Source: an optimization exercise on an open RTL-to-GDS flow (aim: small area). Production flows keep margins and buffers that such runs may drop. Function was checked by simulation only, so behaviour that the tests miss may differ from the original. Power is estimated from default activity; no workload was simulated.

## old
==> flow/design.v <==
`default_nettype none
package dpram_pkg;
    localparam int DATA_WIDTH = 8;
    localparam int ADDR_WIDTH = 9;
    localparam int DEPTH      = 1 << ADDR_WIDTH;
endpackage
`default_nettype wire
`default_nettype none
module dpram_wcell (
    input  logic h,
    input  logic q,
    input  logic sa_n,
    input  logic xa_n,
    input  logic sb_n,
    input  logic xb_n,
    output logic d
);
    logic t;
    assign t = ~((sa_n | xa_n) & (sb_n | xb_n));
    assign d = ~((h & q) | t);
endmodule
module dpram_inv (
    input  logic a,
    output logic y
);
    assign y = ~a;
endmodule
module dpram_dec (
    input  logic hi,
    input  logic lo,
    output logic s_n
);
    assign s_n = ~(hi & lo);
endmodule
module dpram_hold (
    input  logic sa_n,
    input  logic wloa_n,
    input  logic sb_n,
    input  logic wlob_n,
    output logic h
);
    assign h = (sa_n | wloa_n) & (sb_n | wlob_n);
endmodule
module dpram_rsel2 (
    input  logic [1:0] s_n,
    input  logic [1:0] q,
    output logic       y
);
    assign y = ~((s_n[0] | q[0]) & (s_n[1] | q[1]));
endmodule
module dpram_or4 (input logic [3:0] a, output logic y);
    assign y = |a;
endmodule
module dpram_rdsel512 (
    input  logic [511:0] s_n,
    input  logic [511:0] q,
    output logic         y
);
    logic [255:0] l0;
    logic [63:0]  l1;
    logic [15:0]  l2;
    logic [3:0]   l3;
    genvar g;
    generate
        for (g = 0; g < 256; g++) begin : g_l0
            dpram_rsel2 u (.s_n(s_n[2*g +: 2]), .q(q[2*g +: 2]), .y(l0[g]));
        end
        for (g = 0; g < 64; g++) begin : g_l1
            dpram_or4 u (.a(l0[4*g +: 4]), .y(l1[g]));
        end
        for (g = 0; g < 16; g++) begin : g_l2
            dpram_or4 u (.a(l1[4*g +: 4]), .y(l2[g]));
        end
        for (g = 0; g < 4; g++) begin : g_l3
            dpram_or4 u (.a(l2[4*g +: 4]), .y(l3[g]));
        end
    endgenerate
    dpram_or4 u_l4 (.a(l3), .y(y));
endmodule
`default_nettype wire
`default_nettype none
import dpram_pkg::*;
module dpram_clr (
    input  logic       clock,
    input  logic       reset_n,
    input  logic       clear_req,
    output logic       busy,
    input  logic [8:0] address_a,
    input  logic [7:0] data_a,
    input  logic       wren_a,
    output logic [7:0] q_a,
    input  logic [8:0] address_b,
    input  logic [7:0] data_b,
    input  logic       wren_b,
    output logic [7:0] q_b,
    output logic       collision
);
    localparam int DW = dpram_pkg::DATA_WIDTH;
    localparam int AW = dpram_pkg::ADDR_WIDTH;
    localparam int N  = dpram_pkg::DEPTH;
    logic          r_busy;
    logic [AW-1:0] r_count;
    always_ff @(posedge clock or negedge reset_n) begin
        if (!reset_n) begin
            r_busy  <= 1'b1;
            r_count <= '0;
        end else if (r_busy) begin
            r_count <= r_count + 1'b1;
            if (&r_count) r_busy <= 1'b0;
        end else if (clear_req) begin
            r_busy <= 1'b1;
        end
    end
    assign busy = r_busy;
    logic r_phase;
    always_ff @(posedge clock or negedge reset_n) begin
        if (!reset_n) r_phase <= 1'b0;
        else          r_phase <= ~r_phase;
    end
    logic          w_same_addr;
    logic [AW-1:0] w_addr_a;
    logic          w_we_a;
    logic          w_we_b;
    logic [DW-1:0] w_xa_n;
    logic [DW-1:0] w_xb_n;
    assign w_same_addr = (address_a == address_b);
    assign w_addr_a    = r_busy ? r_count : address_a;
    assign w_we_a      = r_busy | wren_a;
    assign w_we_b      = !r_busy && wren_b && !(wren_a && w_same_addr);
    assign w_xa_n      = ~(r_busy ? {DW{r_phase}} :
                           wren_a ? (data_a ^ {DW{r_phase}}) : '0);
    assign w_xb_n      = ~(w_we_b ? (data_b ^ {DW{r_phase}}) : '0);
    logic [31:0] w_pa_hi, w_pb_hi;
    logic [15:0] w_pa_lo_n, w_pb_lo_n;
    logic [15:0] w_pwa_lo, w_pwb_lo;
    always_comb begin
        for (int k = 0; k < 32; k++) begin
            w_pa_hi[k] = (w_addr_a[8:4]  == 5'(k));
            w_pb_hi[k] = (address_b[8:4] == 5'(k));
        end
        for (int k = 0; k < 16; k++) begin
            w_pa_lo_n[k] = !(w_addr_a[3:0]  == 4'(k));
            w_pb_lo_n[k] = !(address_b[3:0] == 4'(k));
            w_pwa_lo[k]  = w_we_a && (w_addr_a[3:0]  == 4'(k));
            w_pwb_lo[k]  = w_we_b && (address_b[3:0] == 4'(k));
        end
    end
    localparam int NR = 4;
    localparam int RW = N / NR;     
    localparam int GW = 16;         
    localparam int NG = N / GW;
    logic [NR-1:0][15:0]   w_ra_lo, w_rb_lo;
    logic [NR-1:0][15:0]   w_rwa_lo_n, w_rwb_lo_n;
    logic [NR-1:0][DW-1:0] w_rxa, w_rxb;
    logic [NG-1:0][DW-1:0] w_gxa_n, w_gxb_n;
    genvar r, g, k;
    generate
        for (r = 0; r < NR; r++) begin : g_reg
            for (k = 0; k < 16; k++) begin : g_lo
                dpram_inv u_la  (.a(w_pa_lo_n[k]), .y(w_ra_lo[r][k]));
                dpram_inv u_lb  (.a(w_pb_lo_n[k]), .y(w_rb_lo[r][k]));
                dpram_inv u_lwa (.a(w_pwa_lo[k]),  .y(w_rwa_lo_n[r][k]));
                dpram_inv u_lwb (.a(w_pwb_lo[k]),  .y(w_rwb_lo_n[r][k]));
            end
            for (k = 0; k < DW; k++) begin : g_col
                dpram_inv u_xa (.a(w_xa_n[k]), .y(w_rxa[r][k]));
                dpram_inv u_xb (.a(w_xb_n[k]), .y(w_rxb[r][k]));
            end
        end
        for (g = 0; g < NG; g++) begin : g_grp
            for (k = 0; k < DW; k++) begin : g_col
                dpram_inv u_xa (.a(w_rxa[g*GW/RW][k]), .y(w_gxa_n[g][k]));
                dpram_inv u_xb (.a(w_rxb[g*GW/RW][k]), .y(w_gxb_n[g][k]));
            end
        end
    endgenerate
    logic [N-1:0]    w_sel_a_n;
    logic [N-1:0]    w_sel_b_n;
    logic [N-1:0]    w_hold;
    logic [DW*N-1:0] r_mem;
    logic [DW*N-1:0] w_mem_next;
    genvar w, b;
    generate
        for (w = 0; w < N; w++) begin : g_word
            dpram_dec u_dec_a (.hi(w_pa_hi[w/16]), .lo(w_ra_lo[w/RW][w%16]), .s_n(w_sel_a_n[w]));
            dpram_dec u_dec_b (.hi(w_pb_hi[w/16]), .lo(w_rb_lo[w/RW][w%16]), .s_n(w_sel_b_n[w]));
            dpram_hold u_hold (
                .sa_n   (w_sel_a_n[w]), .wloa_n (w_rwa_lo_n[w/RW][w%16]),
                .sb_n   (w_sel_b_n[w]), .wlob_n (w_rwb_lo_n[w/RW][w%16]),
                .h      (w_hold[w])
            );
            for (b = 0; b < DW; b++) begin : g_bit
                dpram_wcell u_wcell (
                    .h    (w_hold[w]),
                    .q    (r_mem[w*DW + b]),
                    .sa_n (w_sel_a_n[w]),
                    .xa_n (w_gxa_n[w/GW][b]),
                    .sb_n (w_sel_b_n[w]),
                    .xb_n (w_gxb_n[w/GW][b]),
                    .d    (w_mem_next[w*DW + b])
                );
            end
        end
    endgenerate
    always_ff @(posedge clock) begin
        r_mem <= w_mem_next;
    end
    logic [DW-1:0] w_rd_a_n;
    logic [DW-1:0] w_rd_b_n;
    generate
        for (b = 0; b < DW; b++) begin : g_rd
            logic [N-1:0] w_col;
            for (w = 0; w < N; w++) begin : g_col
                assign w_col[w] = r_mem[w*DW + b];
            end
            dpram_rdsel512 u_rd_a (.s_n(w_sel_a_n), .q(w_col), .y(w_rd_a_n[b]));
            dpram_rdsel512 u_rd_b (.s_n(w_sel_b_n), .q(w_col), .y(w_rd_b_n[b]));
        end
    endgenerate
    logic [DW-1:0] r_rd_a;
    logic [DW-1:0] r_rd_b;
    logic          r_collision;
    logic          w_rd_clr;
    assign w_rd_clr = r_busy | clear_req;
    always_ff @(posedge clock or negedge reset_n) begin
        if (!reset_n) begin
            r_rd_a      <= '0;
            r_rd_b      <= '0;
            r_collision <= 1'b0;
        end else begin
            r_rd_a      <= w_rd_clr ? '0 : ~(w_rd_a_n ^ {DW{r_phase}});
            r_rd_b      <= w_rd_clr ? '0 : ~(w_rd_b_n ^ {DW{r_phase}});
            r_collision <= !r_busy && wren_a && wren_b && w_same_addr;
        end
    end
    assign q_a       = r_rd_a;
    assign q_b       = r_rd_b;
    assign collision = r_collision;
endmodule
`default_nettype wire
==> flow/config.mk <==
export PLATFORM = sky130hd
export DESIGN_NAME = dpram_clr
export DESIGN_NICKNAME = dpram_clr
export VERILOG_FILES = /design/flow/design.v
export SDC_FILE = /design/flow/constraint.sdc
export NUM_CORES = 8
export LEC_CHECK = 0
export CAP_MARGIN = 20
export CORE_MARGIN = 2
export CORE_UTILIZATION = 30
export CTS_BUF_LIST = sky130_fd_sc_hd__clkbuf_8 sky130_fd_sc_hd__clkbuf_16
export CTS_CLUSTER_DIAMETER = 100
export CTS_CLUSTER_SIZE = 20
export GPL_TIMING_DRIVEN = 0
export PLACE_DENSITY = 0.38
export SLEW_MARGIN = 20
export SYNTH_HIERARCHICAL = 1
export SYNTH_MEMORY_MAX_BITS = 8192
==> flow/constraint.sdc <==
create_clock -name core_clock -period 10.0 [get_ports {clock}]
set_input_delay 2.0000 -clock core_clock [delete_from_list [all_inputs] [get_ports {clock}]]
set_output_delay 2.0000 -clock core_clock [all_outputs]
set_load 0.01 [all_outputs]
standard.sh (not shown) runs the stock make flow with config.mk's settings and CLKGATE_MAP_FILE= SYNTH_SCRIPT=/design/flow/synth_recipe.tcl, a recipe that flattens the netlist after the stock synthesis.
==> flow/flow/run.sh <==
#!/bin/bash
# Layout flow: the standard flow (standard.sh), with these changes after
# the standard synthesis:
#  - clock tree synthesis without dummy loads, clkbuf_16 sink clusters;
#  - the port buffers are buf_1 cells;
#  - the repair after global routing uses a 30% slew and capacitance margin.
# Each step's full output goes to a log file of its own in this folder.
set -euo pipefail
here=$(pwd)

# 1. the standard synthesis, unchanged
bash standard.sh synth > log_synth.txt 2>&1

# 2. the rest of the standard flow with the changes above
export PRE_GLOBAL_ROUTE_TCL="$here/flow/grt_margins.tcl"
export CTS_ARGS="-sink_clustering_enable -repair_clock_nets -buf_list {sky130_fd_sc_hd__clkbuf_16} -sink_clustering_size 22 -sink_clustering_max_diameter 100 -dont_use_dummy_load"
export BUFFER_PORTS_ARGS="-buffer_cell sky130_fd_sc_hd__buf_1"
bash standard.sh finish > log_finish.txt 2>&1

# 3. keep ORFS's own per-step logs and reports beside the flow logs
cp -r orfs/logs logs_orfs 2>/dev/null || true
cp -r orfs/reports reports_orfs 2>/dev/null || true
==> flow/flow/grt_margins.tcl <==
set ::env(CAP_MARGIN) 30
set ::env(SLEW_MARGIN) 30
> inputs changed (old -> new)
--- a/flow/design.v
+++ b/flow/design.v
@@ -48,6 +48,14 @@
 );
     assign y = ~((s_n[0] | q[0]) & (s_n[1] | q[1]));
 endmodule
+module dpram_or16 (input logic [15:0] a, output logic y);
+    logic [3:0] n;
+    assign n[0] = ~|a[3:0];
+    assign n[1] = ~|a[7:4];
+    assign n[2] = ~|a[11:8];
+    assign n[3] = ~|a[15:12];
+    assign y = ~&n;
+endmodule
 module dpram_or4 (input logic [3:0] a, output logic y);
     assign y = |a;
 endmodule
@@ -57,25 +65,21 @@
     output logic         y
 );
     logic [255:0] l0;
-    logic [63:0]  l1;
-    logic [15:0]  l2;
-    logic [3:0]   l3;
+    logic [15:0]  l1;
+    logic [3:0]   l2;
     genvar g;
     generate
         for (g = 0; g < 256; g++) begin : g_l0
             dpram_rsel2 u (.s_n(s_n[2*g +: 2]), .q(q[2*g +: 2]), .y(l0[g]));
         end
-        for (g = 0; g < 64; g++) begin : g_l1
-            dpram_or4 u (.a(l0[4*g +: 4]), .y(l1[g]));
-        end
-        for (g = 0; g < 16; g++) begin : g_l2
+        for (g = 0; g < 16; g++) begin : g_l1
+            dpram_or16 u (.a(l0[16*g +: 16]), .y(l1[g]));
+        end
+        for (g = 0; g < 4; g++) begin : g_l2
             dpram_or4 u (.a(l1[4*g +: 4]), .y(l2[g]));
         end
-        for (g = 0; g < 4; g++) begin : g_l3
-            dpram_or4 u (.a(l2[4*g +: 4]), .y(l3[g]));
-        end
-    endgenerate
-    dpram_or4 u_l4 (.a(l3), .y(y));
+    endgenerate
+    dpram_or4 u_l3 (.a(l2), .y(y));
 endmodule
 `default_nettype wire
 `default_nettype none
## What came out
Per the comparison of new with old, number of clock buffers in the layout went down; highest attainable clock frequency went down. Post-route clock period utilization was higher in the run labelled new. Compare new and old | routability-driven placement congestion ratio higher: new. Count of inserted tapcells delta for new relative to old: 55 lower. Delta (new minus old): die span in x fell 0.45%; power about even. Summary of new over old: length of the first detailed-routing pass in iterations saw a decrease, detail-routed net length per standard cell saw an increase.

[afterwards: timing with drivers on the ports]
The results above use ideal ports. As a check the final layouts listed here were re-extracted and re-timed, cells and wires unchanged. Step 1 (the two cells are an assumption about what drives the block):
set clk [get_ports {clock}]
set_driving_cell -lib_cell sky130_fd_sc_hd__clkbuf_16 $clk
set_driving_cell -lib_cell sky130_fd_sc_hd__buf_2 [delete_from_list [all_inputs] $clk]
Step 2 also shifts input and output timing later by t, the mid clock arrival at the registers, as if the neighbouring blocks saw the same clock. Slacks: no drivers / after step 1 / after step 2; pairs: no drivers / after step 1.
| run | t (ns) | slack for setup (ns) | latest minus earliest clock arrival (ns) |
|---|---|---|---|
| old | 1.149 | 1.465 / 1.289 / 0.140 | 0.110 / 0.110 |
| new | 1.156 | 0.274 / 0.361 / -0.795 | 0.095 / 0.096 |
Met with ideal ports but missed after step 2: setup timing in new. For old, which loses most, drivers alone change the setup slack by -0.176 ns; drivers and shift together by -1.325 ns.
